From an optimization exercise on the open Yosys and OpenROAD flow, aimed at small area, a short achievable clock period and few clock cycles; shortcuts taken in it are not production practice.
Function was checked by simulation only, so behaviour that the tests miss may differ from the original.
No activity file was given, so power comes from the tool's default toggle rates.

==> maple <==
==> flow/design.v (excerpt) <==
module movegen_top #(
  parameter int STACK_DEPTH = movegen_pkg::STACK_DEPTH_DEFAULT
) (
  input  logic                   clk,
  input  logic                   i_rst_n,
  input  logic                   i_pos_valid,
  input  logic                   i_pos_sop,
  input  movegen_pkg::pos_data_t i_pos_data,
  input  logic                   i_wtp,
  input  logic                   i_start,
  output logic                   o_uci_valid,
  output movegen_pkg::uci_move_t o_uci_data,
  output logic                   o_uci_sop,
  output logic                   o_uci_eop
);
  logic                   ld_valid;
  logic                   ld_sop;
  movegen_pkg::pos_data_t ld_data;
  movegen_pkg::square_t   ld_square;
  movegen_pkg::board_t    board;
  movegen_board_load u_board_load (
    .clk         (clk),
    .i_rst_n     (i_rst_n),
    .i_pos_valid (i_pos_valid),
    .i_pos_sop   (i_pos_sop),
    .i_pos_data  (i_pos_data),
    .o_valid     (ld_valid),
    .o_sop       (ld_sop),
    .o_data      (ld_data),
    .o_square    (ld_square),
    .o_board     (board)
  );
  logic [1:0][2:0][6:0] list;
  logic [1:0][1:0]      count;
  logic [1:0]           ovf;
  logic [1:0]           first_v;
  logic [1:0][6:0]      first;
  movegen_piece_stack u_piece_stack (
    .clk       (clk),
    .i_valid   (ld_valid),
    .i_sop     (ld_sop),
    .i_data    (ld_data),
    .i_square  (ld_square),
    .o_list    (list),
    .o_count   (count),
    .o_ovf     (ovf),
    .o_first_v (first_v),
    .o_first   (first)
  );
  logic                 act;
  logic                 side_q;
  logic                 scan_q;
  logic [1:0]           idx_q;
  logic                 nxt_fresh;
  logic                 nxt_has;
  movegen_pkg::square_t nxt_sq;
  logic                 nxt_kn;
  movegen_pkg::square_t cur_sq;
  logic                 cur_kn;
  logic [7:0]           rem_q;
  movegen_pkg::square_t scan_sq;
  logic                 scan_more;
  logic                   d_v;
  logic                   d_probe;
  logic                   d_fin;
  ...
clock: 9.0 ns
lec_check: 0
cap_margin: 20
core_margin: 2
core_utilization: 65
cts_cluster_diameter: 100
cts_cluster_size: 30
slew_margin: 20
standard.sh (not shown) runs the stock make flow with config.mk's settings and CLKGATE_MAP_FILE= SYNTH_SCRIPT=/design/flow/synth_recipe.tcl, a recipe that flattens the netlist after the stock synthesis.
==> flow/flow/run.sh <==
#!/bin/bash
# The standard layout, with timing repair aimed below the clock period: the
# repair steps keep working on any path slower than 9.0 - SETUP_SLACK_MARGIN ns.
# The clock period, constraints and synthesis are the standard flow's own.
set -euo pipefail
export SETUP_SLACK_MARGIN=6.5
bash standard.sh > standard_flow.log 2>&1
==> fjord: changes against maple <==
--- a/flow/design.v
+++ b/flow/design.v
@@ -296,16 +296,17 @@
   logic [1:0]           idx_q;
   logic                 nxt_fresh;
   logic                 nxt_has;
   movegen_pkg::square_t nxt_sq;
   logic                 nxt_kn;
   movegen_pkg::square_t cur_sq;
   logic                 cur_kn;
   logic [7:0]           rem_q;
+  logic                 empty_q;
   movegen_pkg::square_t scan_sq;
   logic                 scan_more;
   logic                   d_v;
   logic                   d_probe;
   logic                   d_fin;
   movegen_pkg::square_t   d_to;
   movegen_pkg::square_t   d_from;
   logic                   d_kn;
@@ -323,122 +324,120 @@
   logic [6:0]           nxt_c;
   assign side_list = list[side_q];
   assign side_count = count[side_q];
   assign side_ovf = ovf[side_q];
   assign nxt_c = idx_q[0] ? side_list[2] : side_list[1];
   assign nxt_has_c = ~idx_q[1] & (idx_q[0] ? (side_count == 2'd3) : side_count[1]);
   logic [7:0]           first_ob;
   logic [7:0]           nxt_ob;
-  logic [7:0]           probe_ob;
   movegen_leaper_targets u_first_targets (
     .i_square  (first[i_wtp][5:0]),
     .i_knight  (first[i_wtp][6]),
     .o_onboard (first_ob)
   );
   movegen_leaper_targets u_nxt_targets (
     .i_square  (nxt_sq),
     .i_knight  (nxt_kn),
     .o_onboard (nxt_ob)
   );
-  movegen_leaper_targets u_probe_targets (
-    .i_square  (r_to),
-    .i_knight  (r_code[2]),
-    .o_onboard (probe_ob)
-  );
   logic                 use_nxt;
   logic                 take;
   logic                 can;
   logic                 fin;
   logic                 go_scan;
   logic                 hit;
-  logic                 s_take;
   logic                 s_issue;
   logic                 s_fin;
   movegen_pkg::square_t src_sq;
   logic                 src_kn;
   logic [7:0]           src_av;
   movegen_pkg::square_t to_sq;
   logic [7:0]           rest;
-  assign use_nxt = (rem_q == 8'd0);
-  assign take = act & ~scan_q & use_nxt & nxt_fresh & nxt_has;
+  assign use_nxt = empty_q;
+  assign take = act & use_nxt & nxt_fresh & nxt_has;
   assign fin = act & ~scan_q & use_nxt & nxt_fresh & ~nxt_has & ~side_ovf;
   assign go_scan = act & ~scan_q & use_nxt & nxt_fresh & ~nxt_has & side_ovf;
   assign hit = r_probe & r_code[0] & ~r_code[1] & (r_code[movegen_pkg::COLOUR_BIT] == side_q);
-  assign s_take = act & scan_q & use_nxt & hit;
-  assign s_issue = act & scan_q & use_nxt & ~hit & scan_more;
-  assign s_fin = act & scan_q & use_nxt & ~hit & ~scan_more & ~d_probe;
+  assign s_issue = act & scan_q & use_nxt & ~nxt_has & ~hit & scan_more;
+  assign s_fin = act & scan_q & use_nxt & ~nxt_has & ~hit & ~scan_more & ~d_probe;
   assign src_sq = use_nxt ? nxt_sq : cur_sq;
   assign src_kn = use_nxt ? nxt_kn : cur_kn;
   assign src_av = use_nxt ? nxt_ob : rem_q;
   assign can = act & (~use_nxt | take);
   movegen_dest_scan u_dest_scan (
     .i_square (src_sq),
     .i_knight (src_kn),
     .i_avail  (src_av),
     .o_to     (to_sq),
     .o_rest   (rest)
   );
   always_ff @(posedge clk or negedge i_rst_n) begin
     if (!i_rst_n) begin
       act <= 1'b0;
       rem_q <= '0;
+      empty_q <= 1'b1;
       nxt_fresh <= 1'b0;
       scan_q <= 1'b0;
     end else if (i_start) begin
       act <= 1'b1;
       rem_q <= first_v[i_wtp] ? first_ob : 8'd0;
+      empty_q <= ~first_v[i_wtp];
       nxt_fresh <= 1'b0;
       scan_q <= 1'b0;
     end else begin
       if (fin | s_fin) begin
         act <= 1'b0;
       end
       if (go_scan) begin
         scan_q <= 1'b1;
       end
-      if (s_take) begin
-        rem_q <= probe_ob;
-      end else if (can) begin
+      if (can) begin
         rem_q <= rest;
+        empty_q <= (rest == 8'd0);
       end
-      nxt_fresh <= ~take;
+      nxt_fresh <= scan_q | ~take;
     end
   end
   always_ff @(posedge clk) begin
     if (i_start) begin
       side_q <= i_wtp;
       idx_q <= 2'd0;
       cur_sq <= first[i_wtp][5:0];
       cur_kn <= first[i_wtp][6];
     end else begin
       if (take) begin
         idx_q <= idx_q + 2'd1;
       end
-      if (s_take) begin
-        cur_sq <= r_to;
-        cur_kn <= r_code[2];
-      end else if (can) begin
+      if (can) begin
         cur_sq <= src_sq;
         cur_kn <= src_kn;
       end
     end
     if (go_scan) begin
       scan_sq <= cur_sq - 6'd1;
       scan_more <= (cur_sq != 6'd0);
-    end else if (s_take) begin
-      scan_sq <= r_to - 6'd1;
-      scan_more <= (r_to != 6'd0);
+    end else if (scan_q & take) begin
+      scan_sq <= nxt_sq - 6'd1;
+      scan_more <= (nxt_sq != 6'd0);
     end else if (s_issue) begin
       scan_sq <= scan_sq - 6'd1;
       scan_more <= (scan_sq != 6'd0);
     end
-    nxt_has <= nxt_has_c;
-    nxt_sq <= nxt_c[5:0];
-    nxt_kn <= nxt_c[6];
+    if (!scan_q) begin
+      nxt_has <= nxt_has_c;
+      nxt_sq <= nxt_c[5:0];
+      nxt_kn <= nxt_c[6];
+    end else if (hit) begin
+      nxt_has <= 1'b1;
+      nxt_sq <= r_to;
+      nxt_kn <= r_code[2];
+    end else if (take) begin
+      nxt_has <= 1'b0;
+    end
   end
   always_ff @(posedge clk or negedge i_rst_n) begin
     if (!i_rst_n) begin
       d_v <= 1'b0;
       d_probe <= 1'b0;
       d_fin <= 1'b0;
       r_v <= 1'b0;
       r_probe <= 1'b0;
@@ -450,22 +449,22 @@
       r_v <= 1'b0;
       r_probe <= 1'b0;
       r_fin <= 1'b0;
     end else begin
       d_v <= can;
       d_probe <= s_issue;
       d_fin <= fin | s_fin;
       r_v <= d_v;
-      r_probe <= d_probe & ~s_take;
+      r_probe <= d_probe & ~hit;
       r_fin <= d_fin;
     end
   end
   always_ff @(posedge clk) begin
-    d_to <= (scan_q & use_nxt) ? scan_sq : to_sq;
+    d_to <= (scan_q & use_nxt & ~nxt_has) ? scan_sq : to_sq;
     d_from <= src_sq;
     d_kn <= src_kn;
     r_code <= board[{d_to, 2'b00} +: 4];
     r_to <= d_to;
     r_from <= d_from;
     r_kn <= d_kn;
   end
   movegen_uci_out u_uci_out (
CORE_UTILIZATION = 72   (was 65)
CTS_CLUSTER_DIAMETER = 80   (was 100)
CTS_CLUSTER_SIZE = 24   (was 30)
==> delta: changes against maple <==
CORE_UTILIZATION = 40   (was 65)
CTS_CLUSTER_DIAMETER = not set   (was 100)
CTS_CLUSTER_SIZE = not set   (was 30)
==> zinc: changes against maple <==
--- a/flow/design.v
+++ b/flow/design.v
@@ -21,46 +21,32 @@
   input  logic                   i_pos_sop,
   input  movegen_pkg::pos_data_t i_pos_data,
   output logic                   o_valid,
   output logic                   o_sop,
   output movegen_pkg::pos_data_t o_data,
   output movegen_pkg::square_t   o_square,
   output movegen_pkg::board_t    o_board
 );
-  logic                   valid_q;
-  logic                   sop_q;
-  movegen_pkg::pos_data_t data_q;
   movegen_pkg::board_t    board_q;
   movegen_pkg::square_t   count_q;
-  always_ff @(posedge clk or negedge i_rst_n) begin
-    if (!i_rst_n) begin
-      valid_q <= 1'b0;
-    end else begin
-      valid_q <= i_pos_valid;
-    end
-  end
   always_ff @(posedge clk) begin
-    sop_q <= i_pos_sop;
-    data_q <= i_pos_data;
-  end
-  always_ff @(posedge clk) begin
-    if (valid_q) begin
-      board_q <= {data_q, board_q[255:4]};
+    if (i_pos_valid) begin
+      board_q <= {i_pos_data, board_q[255:4]};
     end
   end
-  assign o_square = sop_q ? movegen_pkg::square_t'(0) : count_q;
+  assign o_square = i_pos_sop ? movegen_pkg::square_t'(0) : count_q;
   always_ff @(posedge clk) begin
-    if (valid_q) begin
+    if (i_pos_valid) begin
       count_q <= movegen_pkg::square_t'(o_square + 1'b1);
     end
   end
-  assign o_valid = valid_q;
-  assign o_sop = sop_q;
-  assign o_data = data_q;
+  assign o_valid = i_pos_valid;
+  assign o_sop = i_pos_sop;
+  assign o_data = i_pos_data;
   assign o_board = board_q;
 endmodule
 module movegen_piece_stack (
   input  logic                   clk,
   input  logic                   i_valid,
   input  logic                   i_sop,
   input  movegen_pkg::pos_data_t i_data,
   input  movegen_pkg::square_t   i_square,
@@ -97,18 +83,18 @@
       end
     end
   end
   assign o_list = list_q;
   assign o_count = count_q;
   assign o_ovf = ovf_q;
   always_comb begin
     for (int c = 0; c < 2; c++) begin
-      o_first_v[c] = hit[c] | (count_q[c] != 2'd0);
-      o_first[c] = hit[c] ? entry : list_q[c][0];
+      o_first_v[c] = (count_q[c] != 2'd0);
+      o_first[c] = list_q[c][0];
     end
   end
 endmodule
 module movegen_leaper_targets (
   input  movegen_pkg::square_t i_square,
   input  logic                 i_knight,
   output logic [7:0]           o_onboard
 );
@@ -192,32 +178,34 @@
   output logic                   o_uci_valid,
   output movegen_pkg::uci_move_t o_uci_data,
   output logic                   o_uci_sop,
   output logic                   o_uci_eop
 );
   logic                   own;
   logic                   mv;
   movegen_pkg::uci_move_t word;
-  movegen_pkg::uci_move_t pend_w;
+  logic [15:0]            pend_w;
+  logic [15:0]            out_w;
   logic                   pend_v;
   logic                   first;
   logic                   out_pend;
   assign own = (i_code[2:0] != movegen_pkg::PIECE_NONE) &
                (i_code[movegen_pkg::COLOUR_BIT] == i_side);
   assign mv = i_valid & ~own;
   assign word = {i_knight ? movegen_pkg::PIECE_KNIGHT : movegen_pkg::PIECE_KING,
                  i_from, i_code[2:0], i_to};
   assign out_pend = pend_v & (mv | i_fin);
   always_ff @(posedge clk) begin
     if (mv) begin
-      pend_w <= word;
+      pend_w <= {word[17], word[14:0]};
     end
-    o_uci_data <= pend_w;
+    out_w <= pend_w;
   end
+  assign o_uci_data = {out_w[15], 2'b01, out_w[14:0]};
   always_ff @(posedge clk or negedge i_rst_n) begin
     if (!i_rst_n) begin
       pend_v <= 1'b0;
       first <= 1'b0;
       o_uci_valid <= 1'b0;
       o_uci_sop <= 1'b0;
       o_uci_eop <= 1'b0;
     end else if (i_start) begin
@@ -296,16 +284,17 @@
   logic [1:0]           idx_q;
   logic                 nxt_fresh;
   logic                 nxt_has;
   movegen_pkg::square_t nxt_sq;
   logic                 nxt_kn;
   movegen_pkg::square_t cur_sq;
   logic                 cur_kn;
   logic [7:0]           rem_q;
+  logic                 empty_q;
   movegen_pkg::square_t scan_sq;
   logic                 scan_more;
   logic                   d_v;
   logic                   d_probe;
   logic                   d_fin;
   movegen_pkg::square_t   d_to;
   movegen_pkg::square_t   d_from;
   logic                   d_kn;
@@ -323,122 +312,120 @@
   logic [6:0]           nxt_c;
   assign side_list = list[side_q];
   assign side_count = count[side_q];
   assign side_ovf = ovf[side_q];
   assign nxt_c = idx_q[0] ? side_list[2] : side_list[1];
   assign nxt_has_c = ~idx_q[1] & (idx_q[0] ? (side_count == 2'd3) : side_count[1]);
   logic [7:0]           first_ob;
   logic [7:0]           nxt_ob;
-  logic [7:0]           probe_ob;
   movegen_leaper_targets u_first_targets (
     .i_square  (first[i_wtp][5:0]),
     .i_knight  (first[i_wtp][6]),
     .o_onboard (first_ob)
   );
   movegen_leaper_targets u_nxt_targets (
     .i_square  (nxt_sq),
     .i_knight  (nxt_kn),
     .o_onboard (nxt_ob)
   );
-  movegen_leaper_targets u_probe_targets (
-    .i_square  (r_to),
-    .i_knight  (r_code[2]),
-    .o_onboard (probe_ob)
-  );
   logic                 use_nxt;
   logic                 take;
   logic                 can;
   logic                 fin;
   logic                 go_scan;
   logic                 hit;
-  logic                 s_take;
   logic                 s_issue;
   logic                 s_fin;
   movegen_pkg::square_t src_sq;
   logic                 src_kn;
   logic [7:0]           src_av;
   movegen_pkg::square_t to_sq;
   logic [7:0]           rest;
-  assign use_nxt = (rem_q == 8'd0);
-  assign take = act & ~scan_q & use_nxt & nxt_fresh & nxt_has;
+  assign use_nxt = empty_q;
+  assign take = act & use_nxt & nxt_fresh & nxt_has;
   assign fin = act & ~scan_q & use_nxt & nxt_fresh & ~nxt_has & ~side_ovf;
   assign go_scan = act & ~scan_q & use_nxt & nxt_fresh & ~nxt_has & side_ovf;
   assign hit = r_probe & r_code[0] & ~r_code[1] & (r_code[movegen_pkg::COLOUR_BIT] == side_q);
-  assign s_take = act & scan_q & use_nxt & hit;
-  assign s_issue = act & scan_q & use_nxt & ~hit & scan_more;
-  assign s_fin = act & scan_q & use_nxt & ~hit & ~scan_more & ~d_probe;
+  assign s_issue = act & scan_q & use_nxt & ~nxt_has & ~hit & scan_more;
+  assign s_fin = act & scan_q & use_nxt & ~nxt_has & ~hit & ~scan_more & ~d_probe;
   assign src_sq = use_nxt ? nxt_sq : cur_sq;
   assign src_kn = use_nxt ? nxt_kn : cur_kn;
   assign src_av = use_nxt ? nxt_ob : rem_q;
   assign can = act & (~use_nxt | take);
   movegen_dest_scan u_dest_scan (
     .i_square (src_sq),
     .i_knight (src_kn),
     .i_avail  (src_av),
     .o_to     (to_sq),
     .o_rest   (rest)
   );
   always_ff @(posedge clk or negedge i_rst_n) begin
     if (!i_rst_n) begin
       act <= 1'b0;
       rem_q <= '0;
+      empty_q <= 1'b1;
       nxt_fresh <= 1'b0;
       scan_q <= 1'b0;
     end else if (i_start) begin
       act <= 1'b1;
       rem_q <= first_v[i_wtp] ? first_ob : 8'd0;
+      empty_q <= ~first_v[i_wtp];
       nxt_fresh <= 1'b0;
       scan_q <= 1'b0;
     end else begin
       if (fin | s_fin) begin
         act <= 1'b0;
       end
       if (go_scan) begin
         scan_q <= 1'b1;
       end
-      if (s_take) begin
-        rem_q <= probe_ob;
-      end else if (can) begin
+      if (can) begin
         rem_q <= rest;
+        empty_q <= (rest == 8'd0);
       end
-      nxt_fresh <= ~take;
+      nxt_fresh <= scan_q | ~take;
     end
   end
   always_ff @(posedge clk) begin
     if (i_start) begin
       side_q <= i_wtp;
       idx_q <= 2'd0;
       cur_sq <= first[i_wtp][5:0];
       cur_kn <= first[i_wtp][6];
     end else begin
       if (take) begin
         idx_q <= idx_q + 2'd1;
       end
-      if (s_take) begin
-        cur_sq <= r_to;
-        cur_kn <= r_code[2];
-      end else if (can) begin
+      if (can) begin
         cur_sq <= src_sq;
         cur_kn <= src_kn;
       end
     end
     if (go_scan) begin
       scan_sq <= cur_sq - 6'd1;
       scan_more <= (cur_sq != 6'd0);
-    end else if (s_take) begin
-      scan_sq <= r_to - 6'd1;
-      scan_more <= (r_to != 6'd0);
+    end else if (scan_q & take) begin
+      scan_sq <= nxt_sq - 6'd1;
+      scan_more <= (nxt_sq != 6'd0);
     end else if (s_issue) begin
       scan_sq <= scan_sq - 6'd1;
       scan_more <= (scan_sq != 6'd0);
     end
-    nxt_has <= nxt_has_c;
-    nxt_sq <= nxt_c[5:0];
-    nxt_kn <= nxt_c[6];
+    if (!scan_q) begin
+      nxt_has <= nxt_has_c;
+      nxt_sq <= nxt_c[5:0];
+      nxt_kn <= nxt_c[6];
+    end else if (hit) begin
+      nxt_has <= 1'b1;
+      nxt_sq <= r_to;
+      nxt_kn <= r_code[2];
+    end else if (take) begin
+      nxt_has <= 1'b0;
+    end
   end
   always_ff @(posedge clk or negedge i_rst_n) begin
     if (!i_rst_n) begin
       d_v <= 1'b0;
       d_probe <= 1'b0;
       d_fin <= 1'b0;
       r_v <= 1'b0;
       r_probe <= 1'b0;
@@ -450,22 +437,22 @@
       r_v <= 1'b0;
       r_probe <= 1'b0;
       r_fin <= 1'b0;
     end else begin
       d_v <= can;
       d_probe <= s_issue;
       d_fin <= fin | s_fin;
       r_v <= d_v;
-      r_probe <= d_probe & ~s_take;
+      r_probe <= d_probe & ~hit;
       r_fin <= d_fin;
     end
   end
   always_ff @(posedge clk) begin
-    d_to <= (scan_q & use_nxt) ? scan_sq : to_sq;
+    d_to <= (scan_q & use_nxt & ~nxt_has) ? scan_sq : to_sq;
     d_from <= src_sq;
     d_kn <= src_kn;
     r_code <= board[{d_to, 2'b00} +: 4];
     r_to <= d_to;
     r_from <= d_from;
     r_kn <= d_kn;
   end
   movegen_uci_out u_uci_out (
==> flow/flow/run.sh (replaced) <==
#!/bin/bash
# The standard layout, with timing repair aimed below the clock period: the
# repair steps keep working on any path slower than 9.0 - SETUP_SLACK_MARGIN ns.
# The clock period, constraints and synthesis are the standard flow's own.
set -euo pipefail
export SETUP_SLACK_MARGIN=6.25
bash standard.sh > standard_flow.log 2>&1
CTS_CLUSTER_DIAMETER = 80   (was 100)
CTS_CLUSTER_SIZE = 24   (was 30)
==> summary.txt <==
Fmax, highest first: fjord, maple, delta, zinc.
zinc passed the timing, DRC and antenna checks. fjord ran to the end with no violations. delta completed with no timing, DRC or antenna violations. maple ran to the end with no violations.
Clock power: maple < zinc < fjord < delta.
In critical path depth, delta and fjord do not differ.
Between fjord and delta, the lower first-iteration DRC count is in delta (gap about 70%, measured against delta).
The lowest power belongs to zinc, the highest to delta.
Final cell count: zinc < fjord < maple < delta.
Testbench counts of maple, summed over its fixed seeds: cycles 29,871.
Testbench counts of fjord, summed over its fixed seeds: cycles 29,871.
Testbench counts of delta, summed over its fixed seeds: cycles 29,871.
Testbench counts of zinc, summed over its fixed seeds: cycles 29,871.

[afterwards: timing with drivers on the ports]
The results above use ideal ports. As a check the final layouts listed here were re-extracted and re-timed, cells and wires unchanged. Step 1 (the two cells are an assumption about what drives the block):
set clk [get_ports {clk}]
set_driving_cell -lib_cell sky130_fd_sc_hd__clkbuf_16 $clk
set_driving_cell -lib_cell sky130_fd_sc_hd__buf_2 [delete_from_list [all_inputs] $clk]
Step 2 also shifts input and output timing later by t, the mid clock arrival at the registers, as if the neighbouring blocks saw the same clock. Slacks: no drivers / after step 1 / after step 2; pairs: no drivers / after step 1.
run | shift t [ns] | setup WS [ns] | hold WS [ns] | slew at the worst register clock pin (ns) | worst slew at a driven data input, ns
maple | 0.567 | 6.152 / 6.103 / 5.702 | 0.336 / 0.336 / 0.336 | 0.11 / 0.11 | 0.09
fjord | 0.587 | 6.153 / 6.100 / 5.766 | 0.334 / 0.334 / 0.334 | 0.11 / 0.11 | 0.19
delta | 0.597 | 6.152 / 6.098 / 5.815 | 0.325 / 0.325 / 0.325 | 0.06 / 0.06 | 0.09
zinc | 0.580 | 6.148 / 6.099 / 5.776 | 0.331 / 0.331 / 0.331 | 0.10 / 0.10 | 0.16
After both steps setup and hold are still met in every run listed. For maple, which loses most, drivers alone change the setup slack by -0.049 ns; drivers and shift together by -0.450 ns.
